Context: an optimization exercise on an open-source flow, tuned for small area, a short achievable clock period and few clock cycles per item. The choices shown serve that exercise and are no tape-out recipe.
The RTL was checked by simulation tests, not by an equivalence proof against the original design.
Power and IR drop assume default switching activity.

==> design/flow/config.mk <==
export PLATFORM = sky130hd
export DESIGN_NAME = cpu_top
export DESIGN_NICKNAME = cpu_top
export VERILOG_FILES = /design/flow/design.v
export SDC_FILE = /design/flow/constraint.sdc
export NUM_CORES = 4
export LEC_CHECK = 0
export CAP_MARGIN = 20
export CORE_MARGIN = 2
export CORE_UTILIZATION = 40
export SLEW_MARGIN = 20
==> design/flow/design.v <==
`timescale 1ns/1ps
package cpu_isa_pkg;
    typedef logic [16-1:0]          data_t;
    typedef logic [$clog2(16)-1:0]  reg_id_t;
    typedef logic [8-1:0]          imm_t;
    typedef logic [8-1:0]           pc_t;
    typedef logic [8-1:0]           inst_id_t;
    typedef logic [3-1:0]           op_t;
    localparam op_t OP_ST      = 3'd0;
    localparam op_t OP_CMP_GT  = 3'd1;
    localparam op_t OP_ADD_IMM = 3'd2;
    localparam op_t OP_ADD     = 3'd3;
    localparam op_t OP_SHL     = 3'd4;
    localparam op_t OP_SHR     = 3'd5;
    localparam op_t OP_MUL     = 3'd6;
endpackage
`timescale 1ns/1ps
package cpu_uarch_pkg;
    typedef logic [16-1:0] reg_mask_t;
endpackage
`timescale 1ns/1ps
module reg_file (
    input  logic                  clk,
    input  logic                  rst_n,
    input  cpu_isa_pkg::reg_id_t  rd_addr0,
    input  cpu_isa_pkg::reg_id_t  rd_addr1,
    output cpu_isa_pkg::data_t    rd_data0,
    output cpu_isa_pkg::data_t    rd_data1,
    input  logic                  wr_en,
    input  cpu_isa_pkg::reg_id_t  wr_reg,
    input  cpu_isa_pkg::data_t    wr_data
);
    cpu_isa_pkg::data_t        regs [0:16-1];
    logic [16-1:0]   valid;
    always_comb begin
        rd_data0 = '0;
        rd_data1 = '0;
        for (int i = 0; i < 16; i++) begin
            if (rd_addr0 == i && valid[i]) rd_data0 = rd_data0 | regs[i];
            if (rd_addr1 == i && valid[i]) rd_data1 = rd_data1 | regs[i];
        end
    end
    always_ff @(posedge clk or negedge rst_n) begin
        if (!rst_n) begin
            valid <= '0;
        end else if (wr_en) begin
            valid[wr_reg] <= 1'b1;
        end
    end
    always_ff @(posedge clk) begin
        for (int i = 0; i < 16; i++) begin
            if (wr_en && wr_reg == i) regs[i] <= wr_data;
        end
    end
endmodule
`timescale 1ns/1ps
module int_unit (
    input  cpu_isa_pkg::op_t    op,
    input  cpu_isa_pkg::imm_t   imm,
    input  cpu_isa_pkg::data_t  a,
    input  cpu_isa_pkg::data_t  b,
    output cpu_isa_pkg::data_t  result
);
    localparam int W = 16;
    cpu_isa_pkg::data_t add_b;
    cpu_isa_pkg::data_t sum;
    cpu_isa_pkg::data_t sh_in;
    cpu_isa_pkg::data_t sh_out;
    cpu_isa_pkg::data_t shr;
    logic               gt;
    assign add_b = (op == cpu_isa_pkg::OP_ADD_IMM) ? cpu_isa_pkg::data_t'(imm) : b;
    assign sum   = a + add_b;
    assign gt    = a > b;
    always_comb begin
        for (int i = 0; i < W; i++) sh_in[i] = (op == cpu_isa_pkg::OP_SHR) ? a[W-1-i] : a[i];
    end
    assign sh_out = sh_in << b[$clog2(W)-1:0];
    always_comb begin
        for (int i = 0; i < W; i++) shr[i] = sh_out[W-1-i];
    end
    always_comb begin
        case (op)
            cpu_isa_pkg::OP_CMP_GT:  result = cpu_isa_pkg::data_t'(gt);
            cpu_isa_pkg::OP_ADD_IMM,
            cpu_isa_pkg::OP_ADD:     result = sum;
            cpu_isa_pkg::OP_SHL:     result = sh_out;
            cpu_isa_pkg::OP_SHR:     result = shr;
            default:                 result = '0;
        endcase
    end
endmodule
`timescale 1ns/1ps
module mul_unit (
    input  logic                  clk,
    input  cpu_isa_pkg::data_t    a,
    input  cpu_isa_pkg::data_t    b,
    output cpu_isa_pkg::data_t    product
);
    cpu_isa_pkg::data_t a_q;
    cpu_isa_pkg::data_t b_q;
    always_ff @(posedge clk) begin
        a_q <= a;
        b_q <= b;
    end
    assign product = a_q * b_q;
endmodule
`timescale 1ns/1ps
`timescale 1ns/1ps
module cpu_top (
    input  logic                   clk,
    input  logic                   rst_n,
    input  logic                   inst_vld,
    input  logic                   inst_last,
    input  cpu_isa_pkg::op_t       inst_op,
    input  cpu_isa_pkg::inst_id_t  inst_id,
    input  cpu_isa_pkg::reg_id_t   inst_dst_reg,
    input  cpu_isa_pkg::reg_id_t   inst_src_reg0,
    input  cpu_isa_pkg::reg_id_t   inst_src_reg1,
    input  cpu_isa_pkg::imm_t      inst_imm,
    output logic                   fetch_vld,
    output cpu_isa_pkg::pc_t       fetch_pc,
    output cpu_isa_pkg::inst_id_t  fetch_id,
    output logic                   inst_rdy,
    output logic                   write_mem_vld,
    output cpu_isa_pkg::inst_id_t  write_mem_id,
    output cpu_isa_pkg::data_t     write_mem_addr,
    output cpu_isa_pkg::data_t     write_mem_data,
    output logic                   exec_finish
);
    cpu_isa_pkg::pc_t      pc_q;
    logic                  last_acc_q;    
    logic                  fin_q;
    logic                  ib_vld;
    logic                  ib_last;
    cpu_isa_pkg::op_t      ib_op;
    cpu_isa_pkg::inst_id_t ib_id;
    cpu_isa_pkg::reg_id_t  ib_dst;
    cpu_isa_pkg::reg_id_t  ib_s0;
    cpu_isa_pkg::reg_id_t  ib_s1;
    cpu_isa_pkg::imm_t     ib_imm;
    logic                  s1_vld;        
    cpu_isa_pkg::reg_id_t  s1_dst;
    cpu_isa_pkg::data_t    product;
    logic                  m_vld;         
    cpu_isa_pkg::reg_id_t  m_dst;
    cpu_isa_pkg::data_t    m_data;
    logic                  is_st, is_mul, is_alu, uses_s1;
    logic                  raw, conflict, stall, issue;
    logic                  alu_we;
    cpu_isa_pkg::data_t    rf_a, rf_b, op_a, op_b, alu_res;
    logic                  rf_we;
    cpu_isa_pkg::reg_id_t  rf_wreg;
    cpu_isa_pkg::data_t    rf_wdata;
    logic                  s1_to_m, m_keep;
    assign is_st   = (ib_op == cpu_isa_pkg::OP_ST);
    assign is_mul  = (ib_op == cpu_isa_pkg::OP_MUL);
    assign is_alu  = !is_st && !is_mul;
    assign uses_s1 = (ib_op != cpu_isa_pkg::OP_ADD_IMM);
    assign raw      = s1_vld && ((ib_s0 == s1_dst) || (uses_s1 && ib_s1 == s1_dst));
    assign conflict = is_alu && m_vld && s1_vld;
    assign stall    = raw || conflict;
    assign issue    = ib_vld && !stall;
    assign alu_we   = issue && is_alu;
    assign inst_rdy  = !ib_vld || !stall;
    assign fetch_vld = !last_acc_q && (!inst_vld || (inst_rdy && !inst_last));
    assign fetch_pc  = pc_q;
    assign fetch_id  = pc_q;
    always_ff @(posedge clk or negedge rst_n) begin
        if (!rst_n) begin
            pc_q       <= '0;
            last_acc_q <= 1'b0;
            fin_q      <= 1'b0;
            ib_vld     <= 1'b0;
        end else begin
            if (fetch_vld) pc_q <= pc_q + 1'b1;
            if (inst_vld && inst_rdy && inst_last) last_acc_q <= 1'b1;
            if (issue && ib_last) fin_q <= 1'b1;
            if (inst_rdy) ib_vld <= inst_vld;
        end
    end
    always_ff @(posedge clk) begin
        if (inst_rdy) begin
            ib_last <= inst_last;
            ib_op   <= inst_op;
            ib_id   <= inst_id;
            ib_dst  <= inst_dst_reg;
            ib_s0   <= inst_src_reg0;
            ib_s1   <= inst_src_reg1;
            ib_imm  <= inst_imm;
        end
    end
    reg_file u_reg_file (
        .clk      (clk),
        .rst_n    (rst_n),
        .rd_addr0 (ib_s0),
        .rd_addr1 (ib_s1),
        .rd_data0 (rf_a),
        .rd_data1 (rf_b),
        .wr_en    (rf_we),
        .wr_reg   (rf_wreg),
        .wr_data  (rf_wdata)
    );
    assign op_a = (m_vld && m_dst == ib_s0) ? m_data : rf_a;
    assign op_b = (m_vld && m_dst == ib_s1) ? m_data : rf_b;
    int_unit u_int_unit (
        .op     (ib_op),
        .imm    (ib_imm),
        .a      (op_a),
        .b      (op_b),
        .result (alu_res)
    );
    mul_unit u_mul_unit (
        .clk     (clk),
        .a       (op_a),
        .b       (op_b),
        .product (product)
    );
    assign rf_we    = alu_we || m_vld;
    assign rf_wreg  = alu_we ? ib_dst : m_dst;
    assign rf_wdata = alu_we ? alu_res : m_data;
    assign s1_to_m = s1_vld && !(alu_we && ib_dst == s1_dst);
    assign m_keep  = m_vld && alu_we && (ib_dst != m_dst);
    always_ff @(posedge clk or negedge rst_n) begin
        if (!rst_n) begin
            s1_vld <= 1'b0;
            m_vld  <= 1'b0;
        end else begin
            s1_vld <= issue && is_mul;
            m_vld  <= s1_to_m || m_keep;
        end
    end
    always_ff @(posedge clk) begin
        s1_dst <= ib_dst;
        if (s1_vld) begin
            m_dst  <= s1_dst;
            m_data <= product;
        end
    end
    assign write_mem_vld  = issue && is_st;
    assign write_mem_id   = ib_id;
    assign write_mem_addr = op_a;
    assign write_mem_data = op_b;
    assign exec_finish    = fin_q || (issue && ib_last);
endmodule
==> design/flow/constraint.sdc <==
create_clock -name core_clock -period 7.0 [get_ports {clk}]
set_input_delay 1.4000 -clock core_clock [delete_from_list [all_inputs] [get_ports {clk}]]
set_output_delay 1.4000 -clock core_clock [all_outputs]
set_load 0.01 [all_outputs]
==> design/flow/run.sh <==
#!/bin/bash
# synth_recipe.tcl (not shown) runs the flow's synth.tcl, then flattens the netlist and writes it again
# the make line also repeats each setting of config.mk as NAME=value (left out here)
make -C /OpenROAD-flow-scripts/flow DESIGN_CONFIG=/design/flow/config.mk WORK_HOME=/design/flow/orfs CLKGATE_MAP_FILE= SYNTH_SCRIPT=/design/flow/synth_recipe.tcl finish
==> summary.txt <==
Sequential element share of the synthesized area = 0.4798
ANT cells = 0
Final WL = 82.76 mm
Synthesized area per cell = 11.35 um^2
Commonest non-fill, non-tap cell in the layout = edfxtp_1
Leak Pwr = 10.04 nW
Tmin final = 6.305 ns
Yosys top cell by area = edfxtp_1
Ys flop type = edfxtp_1
Crit-path leading delay family = simple AND/OR/NAND/NOR gates
Via Count = 17710
DR pass1 iterations = 10
DP HPWL = 58.06 mm
Syn-to-layout area delta = 14.33%
Die Wd = 240.1 um
Initial drt markers = 2902
Final hold slack = 0.4601 ns
Pwr dens = 307.4 nW/um^2
Layout Nets = 2253
MaxCap Viol Count = 0
Fin. Hold Viols = 0
Initial antenna violation count = 1
Yosys warning count = 5
Post-route ant nets = 0
Post-synthesis async set-or-reset flop share = 0.07775
Fin. max-slew vios = 0
Hold_sp = fin_q
Fmax = 0.1586 GHz
Setup TNS = 0 ns
Die Ht = 240.1 um
Fillers = 5013
Top cell type's share of synthesized area = 0.4149
Overall Global Routing Usage = 0.2862
Clk sinks = 373
Boundary pin count = 95
CTS tree = built
H-tree Lvls = 2
Core Region = 55090 um^2
Cell mode on critical path = a21oi_1
Grt ovf = 0
CTS resizes = 0
CP startpoint kind = flop
Final setup fails = 0
HP Class = reg -> reg
Fraction of layout cells with a size suffix above 1 = 0.1010
Mapped cell area = 22290 um^2
Vias per cell = 6.261
Max clock buf depth = 3
Clock Pin Slew Worst Setup and Hold Paths = 0.06 ns
Setup Buffers After CTS = 0
Max incr delay on CP = 0.92 ns
Die Area = 57640 um^2
Worst-Margin Slew = 1.142 ns
Post-synthesis register bit count = 373
Mapped Nets = 2165
Slowest cell on the critical path = nor3b_1
First-pass GRT wire length = 119.0 mm
RSZ-0062 raised after global routing = false
WP buf/inv = 2
Initial Utilization = 0.4046
Clock Latency Late Sink = 0.58 ns
Largest net degree at the start of global routing = 37
Crit. Startpoint = ib_s0[2]
WP data arrival = 6.57 ns
Kind of critical path = reg -> reg
Crit Path Max Fanout = 17
Number of hold buffers added after cts = 0
Cells after Synth = 1964
Reg-to-reg startpoint = ib_s0[2]
Top cells by area, synth = edfxtp_1, fa_1, ha_1, a22oi_1, dfrtp_1
Cell variety after synth = 84
WP data required = 7.26 ns
Commonest cells after routing, fill and taps aside = edfxtp_1, nand2_1, inv_1, and3_1, a22oi_1
Vias in the first global route = 17470
Relative slew slack = 0.2385
Remaining DRCs = 0
VDD IR max = 0.1680 mV
CP endpoint kind = flop
Std-Cell Rows = 86
Worst Skew = 0.02531 ns
Critical-path cell list = nor3b_1 > and2_1 > a222oi_1 > and3_1 > a21oi_1 > buf_4 > ha_1 > inv_1 > fa_1 > nand2b_1 > a21oi_1 > o211ai_1 > a21oi_1 > o31ai_1 > o21ai_0 > xnor2_1 > nor2_1 > a211o_1 > o221a_2
Drt wl/cell = 29.26 um
Period utilization = 0.9007
Clk Tree Root Cell = clkbuf_16
Status = no timing/DRC/antenna violations
CTS Buf Count = 40
Port buffer count = 94
EDFF count, synth = 308
Routability congestion estimate = 0.9667
## state kept, by name, indices dropped and copies added, names as in the netlist, 8 cells and up
register	count
u_reg_file.regs	256
m_data	16
u_mul_unit.a_q	16
u_mul_unit.b_q	16
u_reg_file.valid	16
ib_id	8
ib_imm	8
pc_q	8
## final cells by class
| class | instances | area (um^2) | share of cell area |
|---|---|---|---|
| clock buffer | 48 | 1084 | 0.04251 |
| tap | 748 | 935.9 | 0.03672 |
| sequential | 373 | 10700 | 0.4196 |
| inverter | 153 | 574.3 | 0.02253 |
| clock inverter | 22 | 186.4 | 0.007315 |
| timing repair buffer | 165 | 1474 | 0.05783 |
| multi-input combinational | 1319 | 10540 | 0.4135 |
## metrics by stage
stage	power (mW)	instances	instance area, um^2	worst slack, ns	utilization
floorplan	4.662	1964	22290	1.925	-
global placement	5.705	2758	24210	1.295	0.4394
detailed placement	5.709	2758	24210	1.059	0.4394
CTS	7.807	2828	25480	0.9851	0.4625
global route	8.218	2828	25490	0.5244	0.4626
finish	7.834	2828	25490	0.6949	0.4626
## cells by family (layout without fill, tap and decap cells)
family | after synthesis | after routing | share of synthesized area
AND/OR/NAND/NOR | 611 | 611 | 0.1479
AO/OA/AOI/OAI | 421 | 421 | 0.1466
flip-flops | 373 | 373 | 0.4798
buffers and inverters | 272 | 388 | 0.05141
adder cells (fa/ha/maj) | 166 | 166 | 0.1204
XOR/XNOR | 87 | 87 | 0.03418
multiplexers | 34 | 34 | 0.01970
## path summary, 6_finish.rpt
| path | end | slack, ns | cells past startpoint |
|---|---|---|---|
| worst min-delay path | fin_q | 0.46 | 1 |
| worst min register to register | fin_q | 0.46 | 1 |
| worst max-delay path | u_reg_file.regs[14][14] | 0.69 | 19 |
| worst max register to register | u_reg_file.regs[14][14] | 0.69 | 19 |
| max in group asynchronous | u_reg_file.valid[2] | 5.47 | 2 |
| min in group asynchronous | pc_q[0] | 1.22 | 2 |
## cell usage after synthesis, drive strengths merged, types with 21 or more instances
library cell    n
xnor2          66
ha             85
a21oi          57
inv           153
dfxtp          36
fa             81
nand4          26
a222oi         28
buf            39
and4           31
xor2           21
a22oi         109
edfxtp        308
a221oi         23
nor2           90
nand2         154
clkbuf         80
and3          110
nor3           21
nand3          40
and2           86
a2111oi        33
o21ai          34
a21o           23
dfrtp          29
## power by group
part	internal, mW	total, mW	switching, mW	leakage, nW
logic	1.12	2.76	1.64	5.91
clock network	1.18	2.10	0.912	0.632
registers	2.67	2.98	0.306	3.50
## layer usage
metal / vias to the layer above / global-route usage / wire length (um)
met5: - / 0 / 12
met1: 8717 / 0.3830 / 33220
met2: 1209 / 0.4288 / 36120
met3: 283 / 0.08427 / 9542
met4: 2 / 0.1293 / 3866
li1: 7494 / - / -
Testbench counts, summed over its fixed seeds: cycles 23,795, insts 22,445.

==> port drivers added, routing unchanged <==
How much do the figures lean on ideal ports? The routed layout below was timed once more, with nothing changed but the port constraints.
Step 1 assumes that a clkbuf_16 drives the clock port and a buf_2 every other input.
Step 2, shift: input delay + t, output delay - t, t = (earliest + latest rising clock arrival at the registers) / 2. This alone moves slack from input paths to output paths.
Slacks: ideal / step 1 / step 2; pairs: ideal / step 1.
t (ns): 0.619
setup WS [ns]: 0.695 / 0.695 / 0.695
clock arrival spread, ns: 0.025 / 0.025
worst slew at a driven data input, ns: 0.06
After both steps setup and hold are still met in this run. The setup slack of this run moves by 0.000 ns with the drivers and by 0.000 ns with both steps.
